Source: an optimization exercise on an open RTL-to-GDS flow (aim: small area, a short achievable clock period and few clock cycles per item). Production flows keep margins and buffers that such runs may drop.
Function was checked by simulation only, so behaviour that the tests miss may differ from the original.

==> 07-07 <==
==> flow/design.v <==
package chacha_pkg;
  localparam int unsigned NumWords  = 16;
  localparam int unsigned WordW     = 32;
  localparam int unsigned IdxW      = 4;
  localparam int unsigned RoundW    = 5;
  localparam int unsigned CfgIdxW   = 3;
  localparam int unsigned CfgDataW  = 64;
  localparam int unsigned CounterW  = 64;
  localparam logic [RoundW-1:0] RoundsReset = 5'd20;
  localparam logic [CfgIdxW-1:0] CFG_ROUND_COUNT = 3'd0;
  localparam logic [CfgIdxW-1:0] CFG_KEY_01      = 3'd1;
  localparam logic [CfgIdxW-1:0] CFG_KEY_23      = 3'd2;
  localparam logic [CfgIdxW-1:0] CFG_KEY_45      = 3'd3;
  localparam logic [CfgIdxW-1:0] CFG_KEY_67      = 3'd4;
  localparam logic [CfgIdxW-1:0] CFG_NONCE       = 3'd5;
  localparam logic [WordW-1:0] SIGMA0 = 32'h6170_7865;
  localparam logic [WordW-1:0] SIGMA1 = 32'h3320_646E;
  localparam logic [WordW-1:0] SIGMA2 = 32'h7962_2D32;
  localparam logic [WordW-1:0] SIGMA3 = 32'h6B20_6574;
  localparam int unsigned Slots   = 4;
  localparam int unsigned SeqW    = 2;
  localparam int unsigned GapW    = 5;
  localparam logic [GapW-1:0] MinGap = 5'd16;
  typedef struct packed {
    logic            load;
    logic            renew;
    logic            take;
    logic            read;
    logic            advance;
    logic [IdxW-1:0] idx;
  } chacha_cmd_t;
  typedef struct packed {
    logic [RoundW-1:0] round_count;
  } chacha_sts_t;
endpackage
import chacha_pkg::*;
module chacha_ctrl (
  input  logic                    clk_i,
  input  logic                    rst_ni,
  input  logic                    in_valid_i,
  output logic                    in_stall_o,
  input  logic                    out_stall_i,
  output logic                    out_valid_o,
  output chacha_pkg::chacha_cmd_t cmd_o,
  input  chacha_pkg::chacha_sts_t sts_i
);
  logic [Slots-1:0]             vld_q;
  logic [Slots-1:0][RoundW-1:0] left_q;
  logic [Slots-1:0][SeqW-1:0]   seq_q;
  logic [SeqW-1:0] in_seq_q, out_seq_q;
  logic [GapW-1:0] gap_q, gap_d;
  logic            buf_busy_q, buf_busy_d;
  logic [IdxW-1:0] idx_q, idx_d;
  logic            pv_q, pv_d;
  logic            ov_q, ov_d;
  logic            stall_q, stall_d;
  logic            take_q, load_q, renew_q;
  logic accept;
  logic out_free, p_free, read;
  logic fin_n, take_n, free_n;
  logic [SeqW-1:0] out_seq_d;
  assign accept = in_valid_i && !stall_q;
  assign out_free = !ov_q || !out_stall_i;
  assign p_free   = !pv_q || out_free;
  assign read     = buf_busy_q && p_free;
  always_comb begin
    buf_busy_d = buf_busy_q;
    idx_d      = idx_q;
    if (read) begin
      idx_d = idx_q + 4'd1;
      if (idx_q == 4'(NumWords - 1)) buf_busy_d = 1'b0;
    end
    if (take_q) begin
      buf_busy_d = 1'b1;
      idx_d      = '0;
    end
    pv_d = read ? 1'b1 : (out_free ? 1'b0 : pv_q);
    ov_d = out_free ? pv_q : ov_q;
    gap_d     = accept ? '0 : ((gap_q == '1) ? gap_q : gap_q + 1'b1);
    out_seq_d = out_seq_q + SeqW'(take_q);
    fin_n   = vld_q[2] && (left_q[2] <= 5'd1);
    take_n  = fin_n && (seq_q[2] == out_seq_d) && !buf_busy_d;
    free_n  = !vld_q[2] || take_n;
    stall_d = !(free_n && (gap_d >= MinGap));
  end
  always_ff @(posedge clk_i or negedge rst_ni) begin
    if (!rst_ni) begin
      vld_q      <= '0;
      in_seq_q   <= '0;
      out_seq_q  <= '0;
      gap_q      <= '1;
      buf_busy_q <= 1'b0;
      idx_q      <= '0;
      pv_q       <= 1'b0;
      ov_q       <= 1'b0;
      stall_q    <= 1'b0;
      take_q     <= 1'b0;
      load_q     <= 1'b1;
      renew_q    <= 1'b1;
    end else begin
      vld_q[3:1] <= vld_q[2:0];
      vld_q[0]   <= accept || (vld_q[3] && !take_q);
      in_seq_q   <= in_seq_q + SeqW'(accept);
      out_seq_q  <= out_seq_d;
      gap_q      <= gap_d;
      buf_busy_q <= buf_busy_d;
      idx_q      <= idx_d;
      pv_q       <= pv_d;
      ov_q       <= ov_d;
      stall_q    <= stall_d;
      take_q     <= take_n;
      load_q     <= !vld_q[2] || fin_n;
      renew_q    <= free_n;
    end
  end
  always_ff @(posedge clk_i) begin
    left_q[3:1] <= left_q[2:0];
    seq_q[3:1]  <= seq_q[2:0];
    left_q[0] <= load_q ? sts_i.round_count : left_q[3] - 5'd1;
    seq_q[0]  <= renew_q ? in_seq_q : seq_q[3];
  end
  assign in_stall_o  = stall_q;
  assign out_valid_o = ov_q;
  assign cmd_o.load    = load_q;
  assign cmd_o.renew   = renew_q;
  assign cmd_o.take    = take_q;
  assign cmd_o.read    = read;
  assign cmd_o.advance = out_free;
  assign cmd_o.idx     = idx_q;
endmodule
import chacha_pkg::*;
module chacha_dp (
  input  logic                           clk_i,
  input  logic                           rst_ni,
  input  chacha_pkg::chacha_cmd_t        cmd_i,
  output chacha_pkg::chacha_sts_t        sts_o,
  input  logic [chacha_pkg::CounterW-1:0] block_counter_i,
  input  logic                           cfg_valid_i,
  output logic                           cfg_ready_o,
  input  logic [chacha_pkg::CfgIdxW-1:0] cfg_index_i,
  input  logic [chacha_pkg::CfgDataW-1:0] cfg_data_i,
  output logic [chacha_pkg::WordW-1:0]   keystream_word_o,
  output logic [chacha_pkg::IdxW-1:0]    word_index_o,
  output logic                           last_word_o
);
  logic [RoundW-1:0]   rounds_q;
  logic [CfgDataW-1:0] key01_q, key23_q, key45_q, key67_q, nonce_q;
  logic [Slots-1:0][3:0][WordW-1:0] ra_q;
  logic [Slots-1:0][3:0][WordW-1:0] rb_q;
  logic [Slots-1:0][3:0][WordW-1:0] rc_q;
  logic [Slots-1:0][3:0][WordW-1:0] rd_q;
  logic [Slots-1:0][CounterW-1:0] rcnt_q;
  logic [3:0][WordW-1:0] ba_q, bb_q, bc_q, bd_q;
  logic [CounterW-1:0] bcnt_q;
  logic [WordW-1:0]    p_word_q, p_st_q;
  logic [IdxW-1:0]     p_idx_q;
  logic [WordW-1:0]    out_word_q;
  logic [IdxW-1:0]     out_idx_q;
  logic                out_last_q;
  assign cfg_ready_o = 1'b1;
  always_ff @(posedge clk_i or negedge rst_ni) begin
    if (!rst_ni) begin
      rounds_q <= RoundsReset;
      key01_q  <= '0;
      key23_q  <= '0;
      key45_q  <= '0;
      key67_q  <= '0;
      nonce_q  <= '0;
    end else if (cfg_valid_i && cfg_ready_o) begin
      case (cfg_index_i)
        CFG_ROUND_COUNT: rounds_q <= cfg_data_i[RoundW-1:0];
        CFG_KEY_01:      key01_q  <= cfg_data_i;
        CFG_KEY_23:      key23_q  <= cfg_data_i;
        CFG_KEY_45:      key45_q  <= cfg_data_i;
        CFG_KEY_67:      key67_q  <= cfg_data_i;
        CFG_NONCE:       nonce_q  <= cfg_data_i;
        default: ;
      endcase
    end
  end
  logic [Slots-1:0][3:0][WordW-1:0] sa;
  logic [Slots-1:0][3:0][WordW-1:0] sb;
  logic [Slots-1:0][3:0][WordW-1:0] sc;
  logic [Slots-1:0][3:0][WordW-1:0] sd;
  for (genvar k = 0; k < 4; k++) begin : g_stage
    localparam int Rot = (k == 0) ? 16 : (k == 1) ? 12 : (k == 2) ? 8 : 7;
    for (genvar g = 0; g < 4; g++) begin : g_lane
      logic [WordW-1:0] x;
      if (k % 2 == 0) begin : g_abd
        assign sa[k][g] = ra_q[k][g] + rb_q[k][g];
        assign x        = rd_q[k][g] ^ sa[k][g];
        assign sd[k][g] = {x[WordW-1-Rot:0], x[WordW-1:WordW-Rot]};
        assign sb[k][g] = rb_q[k][g];
        assign sc[k][g] = rc_q[k][g];
      end else begin : g_cdb
        assign sc[k][g] = rc_q[k][g] + rd_q[k][g];
        assign x        = rb_q[k][g] ^ sc[k][g];
        assign sb[k][g] = {x[WordW-1-Rot:0], x[WordW-1:WordW-Rot]};
        assign sa[k][g] = ra_q[k][g];
        assign sd[k][g] = rd_q[k][g];
      end
    end
  end
  logic [3:0][WordW-1:0] fa, fb, fc, fd;
  for (genvar g = 0; g < 4; g++) begin : g_regroup
    assign fa[g] = sa[3][(4 - g) % 4];
    assign fb[g] = sb[3][(5 - g) % 4];
    assign fc[g] = sc[3][(6 - g) % 4];
    assign fd[g] = sd[3][(7 - g) % 4];
  end
  logic [CounterW-1:0] ctr;
  logic [3:0][WordW-1:0] ia, ib, ic, id;
  assign ctr = cmd_i.renew ? block_counter_i : rcnt_q[3];
  assign ia  = {SIGMA3, SIGMA2, SIGMA1, SIGMA0};
  assign ib  = {key23_q, key01_q};
  assign ic  = {key67_q, key45_q};
  assign id  = {nonce_q, ctr};
  always_ff @(posedge clk_i) begin
    for (int k = 1; k < 4; k++) begin
      ra_q[k]   <= sa[k-1];
      rb_q[k]   <= sb[k-1];
      rc_q[k]   <= sc[k-1];
      rd_q[k]   <= sd[k-1];
      rcnt_q[k] <= rcnt_q[k-1];
    end
    if (cmd_i.load) begin
      ra_q[0] <= ia;
      rb_q[0] <= ib;
      rc_q[0] <= ic;
      rd_q[0] <= id;
    end else begin
      ra_q[0] <= fa;
      rb_q[0] <= fb;
      rc_q[0] <= fc;
      rd_q[0] <= fd;
    end
    rcnt_q[0] <= ctr;
  end
  always_ff @(posedge clk_i) begin
    if (cmd_i.take) begin
      ba_q   <= fa;
      bb_q   <= fb;
      bc_q   <= fc;
      bd_q   <= fd;
      bcnt_q <= rcnt_q[3];
    end
  end
  logic [NumWords-1:0][WordW-1:0] st;
  assign st = {nonce_q, bcnt_q, key67_q, key45_q, key23_q, key01_q,
               SIGMA3, SIGMA2, SIGMA1, SIGMA0};
  logic [1:0]       rd_row, rd_lane;
  logic [WordW-1:0] rd_word;
  always_comb begin
    rd_row  = cmd_i.idx[3:2];
    rd_lane = rounds_q[0] ? (rd_row - cmd_i.idx[1:0]) : cmd_i.idx[1:0];
    case (rd_row)
      2'd0:    rd_word = ba_q[rd_lane];
      2'd1:    rd_word = bb_q[rd_lane];
      2'd2:    rd_word = bc_q[rd_lane];
      default: rd_word = bd_q[rd_lane];
    endcase
    if (rounds_q == '0) rd_word = st[cmd_i.idx];
  end
  always_ff @(posedge clk_i) begin
    if (cmd_i.read) begin
      p_word_q <= rd_word;
      p_st_q   <= st[cmd_i.idx];
      p_idx_q  <= cmd_i.idx;
    end
    if (cmd_i.advance) begin
      out_word_q <= p_word_q + p_st_q;
      out_idx_q  <= p_idx_q;
      out_last_q <= (p_idx_q == 4'(NumWords - 1));
    end
  end
  assign sts_o.round_count = rounds_q;
  assign keystream_word_o = out_word_q;
  assign word_index_o     = out_idx_q;
  assign last_word_o      = out_last_q;
endmodule
import chacha_pkg::*;
module chacha_keystream_block_core (
  input  logic                            clk_i,
  input  logic                            rst_ni,
  input  logic                            in_valid_i,
  output logic                            in_stall_o,
  input  logic [chacha_pkg::CounterW-1:0] block_counter_i,
  output logic                            out_valid_o,
  input  logic                            out_stall_i,
  output logic [chacha_pkg::WordW-1:0]    keystream_word_o,
  output logic [chacha_pkg::IdxW-1:0]     word_index_o,
  output logic                            last_word_o,
  input  logic                            cfg_valid_i,
  output logic                            cfg_ready_o,
  input  logic [chacha_pkg::CfgIdxW-1:0]  cfg_index_i,
  input  logic [chacha_pkg::CfgDataW-1:0] cfg_data_i
);
  chacha_pkg::chacha_cmd_t cmd;
  chacha_pkg::chacha_sts_t sts;
  chacha_ctrl u_ctrl (
    .clk_i       (clk_i),
    .rst_ni      (rst_ni),
    .in_valid_i  (in_valid_i),
    .in_stall_o  (in_stall_o),
    .out_stall_i (out_stall_i),
    .out_valid_o (out_valid_o),
    .cmd_o       (cmd),
    .sts_i       (sts)
  );
  chacha_dp u_dp (
    .clk_i            (clk_i),
    .rst_ni           (rst_ni),
    .cmd_i            (cmd),
    .sts_o            (sts),
    .block_counter_i  (block_counter_i),
    .cfg_valid_i      (cfg_valid_i),
    .cfg_ready_o      (cfg_ready_o),
    .cfg_index_i      (cfg_index_i),
    .cfg_data_i       (cfg_data_i),
    .keystream_word_o (keystream_word_o),
    .word_index_o     (word_index_o),
    .last_word_o      (last_word_o)
  );
endmodule
==> flow/run.sh <==
#!/bin/bash
# synth_recipe.tcl (not shown) runs the flow's synth.tcl, then flattens the netlist and writes it again
# the make line also repeats each setting of config.mk as NAME=value (left out here)
make -C /OpenROAD-flow-scripts/flow DESIGN_CONFIG=/design/flow/config.mk WORK_HOME=/design/flow/orfs CLKGATE_MAP_FILE= SYNTH_SCRIPT=/design/flow/synth_recipe.tcl finish
==> flow/config.mk <==
export PLATFORM = sky130hd
export DESIGN_NAME = chacha_keystream_block_core
export DESIGN_NICKNAME = chacha_keystream_block_core
export VERILOG_FILES = /design/flow/design.v
export SDC_FILE = /design/flow/constraint.sdc
export NUM_CORES = 4
export LEC_CHECK = 0
export CAP_MARGIN = 35
export CORE_MARGIN = 2
export CORE_UTILIZATION = 45
export CTS_BUF_LIST = sky130_fd_sc_hd__clkbuf_4 sky130_fd_sc_hd__clkbuf_8
export SETUP_SLACK_MARGIN = 5
export SLEW_MARGIN = 35
==> flow/constraint.sdc <==
create_clock -name core_clock -period 10.0 [get_ports {clk_i}]
set_input_delay 2.0000 -clock core_clock [delete_from_list [all_inputs] [get_ports {clk_i}]]
set_output_delay 2.0000 -clock core_clock [all_outputs]
set_load 0.01 [all_outputs]
==> inputs of 08-02, as changes to 07-07 <==
--- a/flow/design.v
+++ b/flow/design.v
@@ -25,6 +25,7 @@
     logic            load;
     logic            renew;
     logic            take;
+    logic            emit0;
     logic            read;
     logic            advance;
     logic [IdxW-1:0] idx;
@@ -56,13 +57,14 @@
   logic            stall_q, stall_d;
   logic            take_q, load_q, renew_q;
   logic accept;
-  logic out_free, p_free, read;
+  logic out_free, p_free, read, emit0;
   logic fin_n, take_n, free_n;
   logic [SeqW-1:0] out_seq_d;
   assign accept = in_valid_i && !stall_q;
   assign out_free = !ov_q || !out_stall_i;
   assign p_free   = !pv_q || out_free;
   assign read     = buf_busy_q && p_free;
+  assign emit0    = take_q && p_free;
   always_comb begin
     buf_busy_d = buf_busy_q;
     idx_d      = idx_q;
@@ -72,9 +74,9 @@
     end
     if (take_q) begin
       buf_busy_d = 1'b1;
-      idx_d      = '0;
+      idx_d      = emit0 ? 4'd1 : 4'd0;
     end
-    pv_d = read ? 1'b1 : (out_free ? 1'b0 : pv_q);
+    pv_d = (read || emit0) ? 1'b1 : (out_free ? 1'b0 : pv_q);
     ov_d = out_free ? pv_q : ov_q;
     gap_d     = accept ? '0 : ((gap_q == '1) ? gap_q : gap_q + 1'b1);
     out_seq_d = out_seq_q + SeqW'(take_q);
@@ -124,6 +126,7 @@
   assign cmd_o.load    = load_q;
   assign cmd_o.renew   = renew_q;
   assign cmd_o.take    = take_q;
+  assign cmd_o.emit0   = emit0;
   assign cmd_o.read    = read;
   assign cmd_o.advance = out_free;
   assign cmd_o.idx     = idx_q;
@@ -259,10 +262,11 @@
       2'd2:    rd_word = bc_q[rd_lane];
       default: rd_word = bd_q[rd_lane];
     endcase
+    if (cmd_i.emit0)    rd_word = ra_q[3][0];
     if (rounds_q == '0) rd_word = st[cmd_i.idx];
   end
   always_ff @(posedge clk_i) begin
-    if (cmd_i.read) begin
+    if (cmd_i.read || cmd_i.emit0) begin
       p_word_q <= rd_word;
       p_st_q   <= st[cmd_i.idx];
       p_idx_q  <= cmd_i.idx;
==> flow/flow/run.sh (new file) <==
#!/bin/bash
set -euo pipefail
bash standard.sh SETUP_SLACK_MARGIN=6.0 finish > flow_make.log 2>&1
==> flow/standard.sh (new file) <==
#!/bin/bash
# synth_recipe.tcl (not shown) runs the flow's synth.tcl, then flattens the netlist and writes it again
# the make line also repeats each setting of config.mk as NAME=value (left out here)
make -C /OpenROAD-flow-scripts/flow DESIGN_CONFIG=/design/flow/config.mk WORK_HOME=/design/flow/orfs CLKGATE_MAP_FILE= SYNTH_SCRIPT=/design/flow/synth_recipe.tcl "${@:-finish}"
Settings changed: CTS_BUF_LIST sky130_fd_sc_hd__clkbuf_4 sky130_fd_sc_hd__clkbuf_8 to default, SETUP_SLACK_MARGIN 5 to default.
removed: flow/run.sh
==> inputs of 12-21, as changes to 07-07 <==
==> flow/flow/run.sh (new file) <==
#!/bin/bash
set -euo pipefail
bash standard.sh SETUP_SLACK_MARGIN=6.0 finish > flow_make.log 2>&1
==> flow/standard.sh (new file) <==
#!/bin/bash
# synth_recipe.tcl (not shown) runs the flow's synth.tcl, then flattens the netlist and writes it again
# the make line also repeats each setting of config.mk as NAME=value (left out here)
make -C /OpenROAD-flow-scripts/flow DESIGN_CONFIG=/design/flow/config.mk WORK_HOME=/design/flow/orfs CLKGATE_MAP_FILE= SYNTH_SCRIPT=/design/flow/synth_recipe.tcl "${@:-finish}"
Settings changed: CTS_BUF_LIST sky130_fd_sc_hd__clkbuf_4 sky130_fd_sc_hd__clkbuf_8 to default, SETUP_SLACK_MARGIN 5 to default.
removed: flow/run.sh
==> comparison table <==
item	12-21	07-07	08-02
Status	finished clean	finished clean	finished clean
Gate Count Post-Synth	8993	8993	9597
Maximum clock rate	242 MHz	198 MHz	241 MHz
Fillers	22586	23168	23869
Comb_multi_in	5292	5292	5799
Detailed router's first-iteration violation count	10545	10317	12061
Level count of the clock H-tree	5	6	5
Count of vias placed by the detailed router	79631	80657	85863
Routed length on met3	61100 um	56700 um	65500 um
Global placer's final weighted congestion	1.04	1.03	1.09
Launching instance or port of the critical path	u_dp.rd_q[227]	u_dp.rd_q[451]	u_dp.rd_q[480]
Number of cells on the critical path	11	11	10
Summed area of non-filler cells in the final layout	144000 um2	143000 um2	146000 um2
Pre-CTS setup slack	4.71 ns	4.44 ns	4.72 ns
Synth Area in Adders	0.0577	0.0577	0.0564
Post-synthesis share of cell area spent on and, or, nand and nor gates	0.0463	0.0463	0.0522
Clock buffers	511	896	520
Testbench counts of 07-07, summed over its fixed seeds: cycles 9,920, blocks 384.
Testbench counts of 08-02, summed over its fixed seeds: cycles 9,888, blocks 384.
Testbench counts of 12-21, summed over its fixed seeds: cycles 9,920, blocks 384.

[static timing again, ports no longer ideal]
In the flow no input, the clock included, has a driving cell. The finished layouts below were timed again as built, in two steps.
Step 1: set_driving_cell puts a clkbuf_16 on clk_i and a buf_2 on each other input, an assumption about the parent block.
Step 2 times the ports against the registers' clock, not the clock port: input delays grow and output delays shrink by t, the midpoint of the rising clock arrivals with the driver on.
Three values: ideal, step 1, step 2; two values: the first two.
run	shift t [ns]	slack for setup (ns)	hold slack, ns	worst setup path at the end	slew at the worst register clock pin (ns)
07-07	1.309	4.939 / 4.939 / 4.837	0.292 / 0.292 / 0.292	input to register	0.07 / 0.07
08-02	1.059	5.851 / 5.851 / 5.094	0.302 / 0.302 / 0.302	input to register	0.07 / 0.07
12-21	1.038	5.876 / 5.876 / 5.169	0.303 / 0.303 / 0.303	input to register	0.07 / 0.07
After both steps setup and hold are still met in every run listed. For 08-02, which loses most, drivers alone change the setup slack by 0.000 ns; drivers and shift together by -0.757 ns.
